Background: an optimization exercise with open tools, aiming at small area. Do not read the settings as production practice. In this exercise RTL edits were held to simulation tests only and were not proved equivalent to the original. Power figures rest on the tool's default switching activity, not on a simulated workload.

**design/flow/config.mk**
```make
export PLATFORM = sky130hd
export DESIGN_NAME = imem_loader
export DESIGN_NICKNAME = imem_loader
export VERILOG_FILES = /design/flow/design.v
export SDC_FILE = /design/flow/constraint.sdc
export NUM_CORES = 4
export LEC_CHECK = 0
export CAP_MARGIN = 20
export CORE_MARGIN = 2
export CORE_UTILIZATION = 50
export PLACE_DENSITY = 0.9
export SLEW_MARGIN = 20
export SYNTH_HIERARCHICAL = 1
```
**design/flow/constraint.sdc**
```tcl
create_clock -name core_clock -period 12.0 [get_ports {clk}]
set_input_delay 2.4000 -clock core_clock [delete_from_list [all_inputs] [get_ports {clk}]]
set_output_delay 2.4000 -clock core_clock [all_outputs]
set_load 0.01 [all_outputs]
```
**design/flow/design.v**
```verilog
package imem_loader_pkg;
    localparam int IMEM_DEPTH = 256;
    localparam int IMEM_AW    = 8;
    localparam int MAX_WORDS  = 256;
endpackage
module imem_ram (
    input  logic        clk,
    input  logic        we,
    input  logic [7:0]  waddr,
    input  logic [7:0]  wbyte_hi,
    input  logic [7:0]  wbyte_lo,
    input  logic [7:0]  raddr,
    output logic [15:0] rdata
);
    logic         phase_q;
    logic         set_q;     
    logic [7:0]   lo_q;
    logic [15:0]  word;
    logic [7:0]   paddr_q;
    logic [7:0]   uaddr;     
    logic         busy;
    logic         hit;
    logic [15:0]  mem_q [256];
    logic [15:0]  mem_d [256];
    logic [255:0] wsel_n;    
    logic [255:0] rsel_n;    
    logic [15:0]  col;       
    logic [15:0]  rbits;
    logic [15:0]  whi, wlo, rhi, rlo;
    assign busy  = we | set_q;
    assign uaddr = set_q ? paddr_q : waddr;
    assign word  = {wbyte_hi, lo_q};
    logic [3:0] whi_a_n, whi_b_n, wlo_a_n, wlo_b_n, rhi_a_n, rhi_b_n, rlo_a_n, rlo_b_n;
    imem_dec2e_n u_whi_a (.a (uaddr[5:4]), .e (busy), .y_n (whi_a_n));
    imem_dec2_n  u_whi_b (.a (uaddr[7:6]), .y_n (whi_b_n));
    imem_dec2_n  u_wlo_a (.a (uaddr[1:0]), .y_n (wlo_a_n));
    imem_dec2_n  u_wlo_b (.a (uaddr[3:2]), .y_n (wlo_b_n));
    imem_dec2_n  u_rhi_a (.a (raddr[5:4]),   .y_n (rhi_a_n));
    imem_dec2_n  u_rhi_b (.a (raddr[7:6]),   .y_n (rhi_b_n));
    imem_dec2_n  u_rlo_a (.a (raddr[1:0]),   .y_n (rlo_a_n));
    imem_dec2_n  u_rlo_b (.a (raddr[3:2]),   .y_n (rlo_b_n));
    for (genvar i = 0; i < 16; i++) begin : g_pre
        imem_nor2 u_whi (.a (whi_a_n[i % 4]), .b (whi_b_n[i / 4]), .y (whi[i]));
        imem_nor2 u_wlo (.a (wlo_a_n[i % 4]), .b (wlo_b_n[i / 4]), .y (wlo[i]));
        imem_nor2 u_rhi (.a (rhi_a_n[i % 4]), .b (rhi_b_n[i / 4]), .y (rhi[i]));
        imem_nor2 u_rlo (.a (rlo_a_n[i % 4]), .b (rlo_b_n[i / 4]), .y (rlo[i]));
    end
    for (genvar r = 0; r < 256; r++) begin : g_dec
        imem_nand2 u_wsn (.a (whi[r / 16]), .b (wlo[r % 16]), .y (wsel_n[r]));
        imem_nand2 u_rsn (.a (rhi[r / 16]), .b (rlo[r % 16]), .y (rsel_n[r]));
    end
    assign col = {16{set_q}} & (word ^ {16{phase_q}});
    always_ff @(posedge clk) begin
        phase_q <= ~phase_q;
        set_q   <= we;
        paddr_q <= waddr;
        if (we) lo_q <= wbyte_lo;
        for (int r = 0; r < 256; r++) mem_q[r] <= mem_d[r];
    end
    for (genvar r = 0; r < 256; r++) begin : g_row
        for (genvar b = 0; b < 16; b++) begin : g_bit
            imem_hold u_hold (
                .q  (mem_q[r][b]),
                .sn (wsel_n[r]),
                .d  (col[b]),
                .y  (mem_d[r][b])
            );
        end
    end
    for (genvar b = 0; b < 16; b++) begin : g_rd
        logic [127:0] l0;   
        logic [7:0]   l2;   
        for (genvar k = 0; k < 128; k++) begin : g_l0
            imem_or2and2_n u_l0 (
                .a0 (mem_q[2*k][b]),   .a1 (rsel_n[2*k]),
                .b0 (mem_q[2*k+1][b]), .b1 (rsel_n[2*k+1]),
                .y  (l0[k])
            );
        end
        for (genvar k = 0; k < 8; k++) begin : g_l2
            imem_nor4_nand4 u_l2 (.a (l0[16*k+15:16*k]), .y (l2[k]));
        end
        imem_rd_last u_l3 (.a (l2), .p (phase_q), .y (rbits[b]));
    end
    assign hit   = set_q && (raddr == paddr_q);
    assign rdata = hit ? word : rbits;
endmodule
module imem_hold (
    input  logic q,
    input  logic sn,
    input  logic d,
    output logic y
);
    assign y = ~(q & (sn | d));
endmodule
module imem_or2and2_n (
    input  logic a0,
    input  logic a1,
    input  logic b0,
    input  logic b1,
    output logic y
);
    assign y = ~((a0 | a1) & (b0 | b1));
endmodule
module imem_nor4_nand4 (
    input  logic [15:0] a,
    output logic        y
);
    logic [3:0] n;
    for (genvar i = 0; i < 4; i++) begin : g_n
        assign n[i] = ~|a[4*i+3:4*i];
    end
    assign y = ~&n;
endmodule
module imem_rd_last (
    input  logic [7:0] a,
    input  logic       p,
    output logic       y
);
    assign y = ((~|a[3:0]) & (~|a[7:4])) ^ p;
endmodule
module imem_nand2 (
    input  logic a,
    input  logic b,
    output logic y
);
    assign y = ~(a & b);
endmodule
module imem_nor2 (
    input  logic a,
    input  logic b,
    output logic y
);
    assign y = ~(a | b);
endmodule
module imem_dec2_n (
    input  logic [1:0] a,
    output logic [3:0] y_n
);
    for (genvar k = 0; k < 4; k++) begin : g_y
        assign y_n[k] = ~(a == 2'(k));
    end
endmodule
module imem_dec2e_n (
    input  logic [1:0] a,
    input  logic       e,
    output logic [3:0] y_n
);
    for (genvar k = 0; k < 4; k++) begin : g_y
        assign y_n[k] = ~(e && (a == 2'(k)));
    end
endmodule
module imem_loader (
    input  logic        clk,
    input  logic        rst_n,
    input  logic [7:0]  rx_data,
    input  logic        rx_valid,
    output logic        rx_ready,
    input  logic [15:0] pc,
    output logic [15:0] instruction,
    output logic        cpu_rst_n,
    output logic        load_error,
    output logic [8:0]  words_loaded
);
    localparam logic [2:0] CNT_HI  = 3'd0;
    localparam logic [2:0] CNT_LO  = 3'd1;
    localparam logic [2:0] DATA_HI = 3'd2;
    localparam logic [2:0] DATA_LO = 3'd3;
    localparam logic [2:0] DONE    = 3'd5;
    localparam logic [2:0] ERROR   = 3'd6;
    logic [2:0] state_q;
    logic [7:0] hi_q;       
    logic [8:0] cnt_q;      
    logic [8:0] words_q;    
    logic [8:0] words_inc;
    logic       accept;
    logic       we;
    assign rx_ready     = ~state_q[2];
    assign cpu_rst_n    = (state_q == DONE);
    assign load_error   = (state_q == ERROR);
    assign words_loaded = words_q;
    assign accept       = rx_valid & ~state_q[2];
    assign words_inc    = words_q + 9'd1;
    assign we           = accept & rst_n & (state_q == DATA_LO);
    always_ff @(posedge clk) begin
        if (rst_n && accept && !state_q[0]) hi_q <= rx_data;   
    end
    always_ff @(posedge clk) begin
        if (!rst_n) begin
            state_q <= CNT_HI;
            cnt_q   <= 9'd0;
            words_q <= 9'd0;
        end else if (accept) begin
            case (state_q)
                CNT_HI: begin
                    state_q <= CNT_LO;
                end
                CNT_LO: begin
                    cnt_q <= {hi_q[0], rx_data};
                    if ((hi_q[7:1] != 7'd0) || (hi_q[0] && rx_data != 8'd0))
                        state_q <= ERROR;
                    else if (!hi_q[0] && rx_data == 8'd0)
                        state_q <= DONE;
                    else
                        state_q <= DATA_HI;
                end
                DATA_HI: begin
                    state_q <= DATA_LO;
                end
                default: begin   
                    words_q <= words_inc;
                    state_q <= (words_inc == cnt_q) ? DONE : DATA_HI;
                end
            endcase
        end
    end
    imem_ram u_ram (
        .clk   (clk),
        .we    (we),
        .waddr (words_q[7:0]),
        .wbyte_hi (hi_q),
        .wbyte_lo (rx_data),
        .raddr (pc[7:0]),
        .rdata (instruction)
    );
endmodule
```
**design/flow/flow/run.sh**
```bash
#!/bin/bash
set -euo pipefail
CTS="-sink_clustering_enable -repair_clock_nets -sink_clustering_size 18 -sink_clustering_max_diameter 45 -buf_list sky130_fd_sc_hd__clkbuf_8 -dont_use_dummy_load"
bash standard.sh "CTS_ARGS=$CTS" "BUFFER_PORTS_ARGS=-buffer_cell sky130_fd_sc_hd__buf_1" finish > standard_flow.log 2>&1
```
**design/flow/standard.sh**
```bash
#!/bin/bash
# synth_recipe.tcl (not shown) runs the flow's synth.tcl, then flattens the netlist and writes it again
# the make line also repeats each setting of config.mk as NAME=value (left out here)
make -C /OpenROAD-flow-scripts/flow DESIGN_CONFIG=/design/flow/config.mk WORK_HOME=/design/flow/orfs CLKGATE_MAP_FILE= SYNTH_SCRIPT=/design/flow/synth_recipe.tcl "${@:-finish}"
```
==> flow_metrics.tcl, run 1 <==
set metrics [dict create \
    hold_viol_final 0 \
    layout_min_cycle_time_ns 10.27 \
    crit_end "instruction[7]" \
    cp.depth 13 \
    post-route-period-util_pct 85.6 \
    powerDensity_nw_per_um2 154 \
    root_buffer "clkbuf_8" \
    synth_top_area_cell "dfxtp_1" \
    multiInputGateArea_um2 41800 \
    gp_congestion 0.984 \
    critPathMaxFanout 16 \
    relSlewSlack_pct 5.18 \
    ys.flop_type "dfxtp_1" \
    clk_path_buf_depth 4 \
    cp_slowest_cell "nor4_1" \
    clock_latency_ns 1.11 \
    ctsHoldBuffers 0 \
    yosys_warnings 11 \
    ir_worst_vdd_uv 136 \
    routed_wl_um 415000 \
    crit_path_start "pc[0]" \
    fp.dieH_um 503 \
    synth_cell_types 48 \
    crit_buf_inv 3 \
    path_class "in -> out" \
    max_stage_delay_ns 1.20 \
    synthesis.nets 11800 \
    max_cap_viol_count 0 \
    outcome "complete, no violations" \
    ys_async_sr_fraction_pct 0 \
    rsz0062_at_grt "false" \
    fin_setup_tns_ns 0 \
    setup_viol 0 \
    first_pass_iters 19 \
    chipWidth_um 503 \
    synthToLayoutAreaGrowth_pct 7.75 \
    netlist_area_um2 125000 \
    wire_per_inst_um 26.6 \
    clock_skew_ns 0.129 \
    syn_inst 11800 \
    grt_pass1_vias 98900 \
    maxSlewViolCount 0 \
    htreeDepth 5 \
    synth-edff-count 16 \
    drcViolationCount 0 \
    cts-resized-gates 0 \
    required_ns 9.60 \
    cp_top_family "simple AND/OR/NAND/NOR gates" \
    cp-start-kind "input port" \
    synth_common_cells "4127 x dfxtp_1, 4096 x o21ai_1, 2048 x o22ai_1, 560 x nand2_1, 550 x nor4_1" \
    vias 109000 \
    drt_first_iter_violations 19300 \
    num_io_pins 55 \
    p_leak_nw 50.7 \
    ys_seq_area_share_pct 66.7 \
    dieArea_um2 253000 \
    r2r_cells 7 \
    clock.fmax_ghz 0.0974 \
    dp_hpwl_um 251000 \
    synth_top_area_share_pct 66.3 \
    worstMarginPinSlew_ns 1.41 \
    dp_slack_ns 2.31 \
    post-cts-setup-buffers 0 \
    cts.clk_slew.worst_paths_ns 0.05 \
    grt_overflow_total 0 \
    rows 183 \
    endpoint_kind "output pin" \
    grt_pass1_wl_um 605000 \
    antenna_found_initial 30 \
    r2r-end "u_ram.mem_q[241][14]" \
    seq_area_um2 83100 \
    drive_gt1_share_pct 4.08 \
    synthTopCellsByArea "dfxtp_1 66%, o21ai_1 16%, o22ai_1 10%" \
    syn_avg_cell_area_um2 10.6 \
    numCtsBuffers 296 \
    hold_path_class "reg -> reg" \
    cts_tree "done" \
    fin_hold_ws_ns 0.399 \
    yosysMostFrequentCell "dfxtp_1" \
    fillers 20400 \
    grt_max_degree 189 \
    setup_ws_ns 1.73 \
    final_nets 12300 \
    cts.sinks 4143 \
    grt_usage_pct 30.9 \
    synth-seq-cells 4143 \
    ant_nets 0 \
    r2r_start "state_q[1]" \
    crit_chain "buf_1 > nand2b_1 > nor2_4 > buf_4 > nand2_1 > o22ai_1 > nor4_1 > nand4_1 > nor4_1 > nand2_1 > xnor2_1 > mux2_2 > buf_1" \
    via_per_inst 6.97 \
    start_util_pct 50.2 \
    critPathArrivalTime_ns 7.87 \
    port_buffers 46 \
    coreArea_um2 248000 \
    ff2ff_setup_slack_ns 7.30 \
]
[metal layers]
metal  GRT usage, %  up-vias  wire (µm)
li1               -    46600          -
met1           39.3    51500     149000
met2           43.2     8649     169000
met3           10.4     1930      59400
met4           23.3       26      38000
met5              0        -        181
[worst min path at each step]
stage                                    start                    to  slack (ns)  cells after the start
after floorplan              u_ram.mem_q[0][0]     u_ram.mem_q[0][0]        0.37                      1
after global placement     u_ram.mem_q[216][3]   u_ram.mem_q[216][3]        0.38                      1
after detailed placement    u_ram.mem_q[52][9]    u_ram.mem_q[52][9]        0.39                      1
after CTS                  u_ram.mem_q[147][0]   u_ram.mem_q[147][0]        0.40                      1
after global routing      u_ram.mem_q[141][14]  u_ram.mem_q[141][14]        0.41                      1
final                      u_ram.mem_q[181][8]   u_ram.mem_q[181][8]        0.40                      1
[flip-flops by register name, indices dropped and copies added (netlist names)]
signal         cells
cnt_q              9
hi_q               8
state_q            3
u_ram.lo_q         8
u_ram.mem_q     4096
u_ram.paddr_q      8
u_ram.phase_q      1
u_ram.set_q        1
words_q            9
[stage by stage]
stage               instances  area, µm²  total power (W)  util (%)
finish                  15600     134000           0.0206      54.1
global route            15600     134000           0.0210      54.0
CTS                     15600     134000           0.0205      54.0
detailed placement      15300     130000           0.0145      52.4
global placement        15300     130000           0.0145      52.4
floorplan               11800     125000           0.0143         -
[placed cells by master (no fill, tap or decap), types with 17 or more instances in the layout]
cell      instances
buf_1            46
nor4_1          538
diode_2          32
xnor2_1          34
xor2_1           20
mux2_2           24
nor2_4           32
buf_4            97
nand2_1         560
o22ai_1        2048
nand4_1         130
nor2_1           37
dfxtp_1        4126
nand2b_1         17
clkbuf_8        296
o21ai_1        4096
[area by class of cell]
class | instances | area share, %
multi-input combinational | 7637 | 31.1
antenna | 32 | 0.0597
clock buffer | 296 | 3.04
inverter | 4 | 0.0112
sequential | 4143 | 61.9
tap | 3330 | 3.10
timing repair buffer | 149 | 0.755
[Yosys stat by module, one instance, submodules excluded]
| module | times used | flip-flops and latches |
|---|---|---|
| imem_or2and2_n | 2048 | 0 |
| imem_nor2 | 64 | 0 |
| imem_hold | 4096 | 0 |
| imem_ram | 1 | 4114 |
| imem_dec2_n | 7 | 0 |
| imem_nand2 | 512 | 0 |
| imem_loader | 1 | 29 |
| imem_rd_last | 16 | 0 |
| imem_nor4_nand4 | 128 | 0 |
| imem_dec2e_n | 1 | 0 |
[report_power, final]
part / switching [W] / internal [W]
Sequential: 0.0000144 / 0.0138
Clock: 0.00414 / 0.00223
Combinational: 0.000382 / 0.000111
Total: 0.00453 / 0.0161
[worst reg2reg max path, stage by stage (launching register included)]
cell,delay [ns]
dfxtp_1,0.47
nand4b_1,0.54
nor2_1,0.83
or2_2,0.31
nand3_1,0.23
nor2_2,0.97
nand2_1,0.83
o21ai_1,0.37
[cell families (layout without fill, tap and decap cells)]
family,after synthesis,count (layout),synth area share [%]
AND/OR/NAND/NOR,1384,1384,5.70
flip-flops,4143,4143,66.7
multiplexers,25,25,0.225
other,0,32,0
adder cells (fa/ha/maj),1,1,0.0100
XOR/XNOR,54,54,0.380
AO/OA/AOI/OAI,6173,6173,26.9
buffers and inverters,15,449,0.0542
==> inputs of run 2 (changes only) <==
--- a/design/flow/config.mk
+++ b/design/flow/config.mk
@@ -8,6 +8,6 @@
 export CAP_MARGIN = 20
 export CORE_MARGIN = 2
-export CORE_UTILIZATION = 50
-export PLACE_DENSITY = 0.9
+export CORE_UTILIZATION = 55
+export PLACE_DENSITY = 0.75
 export SLEW_MARGIN = 20
 export SYNTH_HIERARCHICAL = 1
==> flow_metrics.tcl, run 2 <==
set metrics [dict create \
    synth-edff-count 16 \
    via_per_inst 6.97 \
    setup_viol 0 \
    gp_congestion 1.01 \
    final_cell_mix "4125 x dfxtp_1, 4096 x o21ai_1, 2048 x o22ai_1" \
    required_ns 9.60 \
    seq_area_um2 83100 \
    p_total_w 0.0215 \
    clock_latency_ns 1.17 \
    clock_skew_ns 0.140 \
    antenna_found_initial 37 \
    worstMarginPinSlew_ns 1.29 \
    vias 107000 \
    fin_setup_tns_ns 0 \
    ir_worst_vdd_uv 139 \
    rsz0062_at_grt "false" \
    synth_common_cells "4127 x dfxtp_1, 4096 x o21ai_1, 2048 x o22ai_1, 560 x nand2_1, 550 x nor4_1" \
    layout_commonest_cell "dfxtp_1" \
    grt_pass1_wl_um 623000 \
    yosysMostFrequentCell "dfxtp_1" \
    cts.clk_slew.worst_paths_ns 0.04 \
    ys_async_sr_fraction_pct 0 \
    rows 174 \
    first_pass_iters 9 \
    maxSlewViolCount 0 \
    largestRegisters "u_ram.mem_q (4096), cnt_q (9), words_q (9)" \
    numCtsBuffers 396 \
    port_buffers 46 \
    grt_usage_pct 35.3 \
    syn_avg_cell_area_um2 10.6 \
    synth_cell_types 48 \
    ys_seq_area_share_pct 66.7 \
    largest_register "u_ram.mem_q" \
    drive_gt1_share_pct 4.95 \
    place_area_um2 130000 \
    synth_top_area_share_pct 66.3 \
    ys.flop_type "dfxtp_1" \
    root_buffer "clkbuf_8" \
    max_cap_viol_count 0 \
    synth_top_area_cell "dfxtp_1" \
    layout_min_cycle_time_ns 10.51 \
    fillers 18300 \
    post-route-cell-area_um2 135000 \
    htreeDepth 5 \
    synthTopCellsByArea "dfxtp_1 66%, o21ai_1 16%, o22ai_1 10%" \
    relSlewSlack_pct 13.1 \
    powerDensity_nw_per_um2 159 \
    grt_pass1_vias 100000 \
    hold_path_class "reg -> reg" \
    synthToLayoutAreaGrowth_pct 8.57 \
    critPathArrivalTime_ns 8.11 \
    grt_max_degree 193 \
    critPathMaxFanout 16 \
    cts-resized-gates 0 \
    grt_overflow_total 0 \
    final_nets 12400 \
    drt_first_iter_violations 15900 \
    netlist_area_um2 125000 \
    ctsHoldBuffers 0 \
    num_io_pins 55 \
    synth-seq-cells 4143 \
    clk_path_buf_depth 4 \
    dieArea_um2 230000 \
    wire_per_inst_um 27.9 \
    cp-start-kind "input port" \
    yosys_warnings 11 \
    endpoint_kind "output pin" \
    post-route-period-util_pct 87.6 \
    largest_reg_flops 4096 \
    p_leak_nw 51.5 \
    syn_inst 11800 \
    cts.sinks 4143 \
    clock.fmax_ghz 0.0951 \
    synthesis.nets 11800 \
    post-cts-setup-buffers 0 \
    drcViolationCount 0 \
    multiInputGateArea_um2 41800 \
    fp.dieH_um 480 \
    cts_tree "done" \
    routed_wl_um 428000 \
    hold_viol_final 0 \
    chipWidth_um 480 \
    outcome "complete, no violations" \
    dp_hpwl_um 270000 \
    start_util_pct 55.4 \
    coreArea_um2 225000 \
    ant_nets 0 \
    path_class "in -> out" \
]
-- run 2: changes by cell type in the layout (fill, tap and decap cells not counted), moves of 2 or more --
cell      delta
clkbuf_8   +100
diode_2      -6
buf_6        +3
buf_2        +2
nor2_1       +4
buf_4       +12
nor2_2       -4
-- run 2: worst paths after layout --
path,start,to,slack [ns],cells past startpoint
worst max-delay path,pc[0],instruction[8],1.49,14
worst max register to register,state_q[0],u_ram.mem_q[77][6],7.71,8
worst min-delay path,u_ram.mem_q[138][2],u_ram.mem_q[138][2],0.39,1
worst min register to register,u_ram.mem_q[138][2],u_ram.mem_q[138][2],0.39,1
-- run 2: critical path: stages --
cell,delay [ns]
buf_1,0.23
nand2b_1,0.43
nor2_4,0.16
buf_4,0.34
nand2_1,0.65
o22ai_1,0.20
nor4_1,0.88
nand4_1,0.72
nor4_1,1.02
buf_4,0.27
nand2_1,0.07
xnor2_1,0.14
mux2_2,0.40
buf_1,0.17
-- run 2: report_power, final --
group	internal [W]	switching, W
Combinational	0.000119	0.000379
Clock	0.00293	0.00432
Sequential	0.0138	0.0000132
-- run 2: cell families after synthesis --
group / share of synthesized area [%]
buffers and inverters: 0.0542
DFF: 66.7
AOI/OAI and AO/OA: 26.9
muxes: 0.225
adders and majority gates: 0.0100
and+or+nand+nor: 5.70
xor gates and xnor gates: 0.380
-- run 2: stage by stage --
| stage | setup slack, ns | instances | utilization [%] | hold WS, ns |
|---|---|---|---|---|
| after floorplan | 5.12 | 11800 | - | 0.374 |
| after global placement | 2.09 | 14900 | 57.6 | 0.380 |
| after detailed placement | 2.07 | 14900 | 57.6 | 0.387 |
| after CTS | 2.04 | 15300 | 60.1 | 0.396 |
| after global routing | 1.84 | 15400 | 60.1 | 0.406 |
| final | 1.49 | 15400 | 60.1 | 0.393 |
-- run 2: per-module statistics from Yosys, one instance, submodules excluded, a selection --
| module | cells inside | cell area (µm²) | flip-flops and latches |
|---|---|---|---|
| imem_rd_last | 4 | 25.0 | 0 |
| imem_dec2_n | 4 | 22.5 | 0 |
| imem_nor4_nand4 | 5 | 31.3 | 0 |
| imem_nand2 | 1 | 3.75 | 0 |
| imem_nor2 | 1 | 3.75 | 0 |
| imem_hold | 1 | 5.00 | 0 |
| imem_ram | 4190 | 83100 | 4114 |
| imem_or2and2_n | 1 | 6.26 | 0 |
| imem_loader | 149 | 1390 | 29 |
-- run 2: per-layer routing --
metal	GRT usage (%)	part of all wire [%]	vias up
li1	-	-	46800
met1	45.5	38	51800
met2	51.5	42	7093
met3	10.5	12	1377
met4	23.4	7.2	18
met5	0	0.057	-
-- run 2: area by class of cell --
cell class              instances  share of cell area (%)
clock buffers                 396                    4.03
inverters                       4                  0.0111
flip-flops and latches       4143                    61.5
multi-input cells            7637                    30.9
repair buffers                163                   0.810
well taps                    2992                    2.77
diodes                         26                  0.0481

-- what the ideal ports hide --
In the flow no input, the clock included, has a driving cell. The finished layouts below were timed again as built, in two steps.
Step 1 (the two cells are an assumption about what drives the block):
set clk [get_ports {clk}]
set_driving_cell -lib_cell sky130_fd_sc_hd__clkbuf_16 $clk
set_driving_cell -lib_cell sky130_fd_sc_hd__buf_2 [delete_from_list [all_inputs] $clk]
Step 2 times the ports against the registers' clock, not the clock port: input delays grow and output delays shrink by t, the midpoint of the rising clock arrivals with the driver on.
Three values: ideal, step 1, step 2; two values: the first two.
run | t (ns) | setup slack, ns | hold WS [ns]
run 1 | 1.136 | 1.733 / 1.674 / 1.674 | 0.399 / 0.399 / 0.399
run 2 | 1.198 | 1.489 / 1.283 / 1.283 | 0.393 / 0.393 / 0.393
After both steps every run listed still meets setup and hold. For run 2, which loses most, drivers alone change the setup slack by -0.206 ns; drivers and shift together by -0.206 ns.
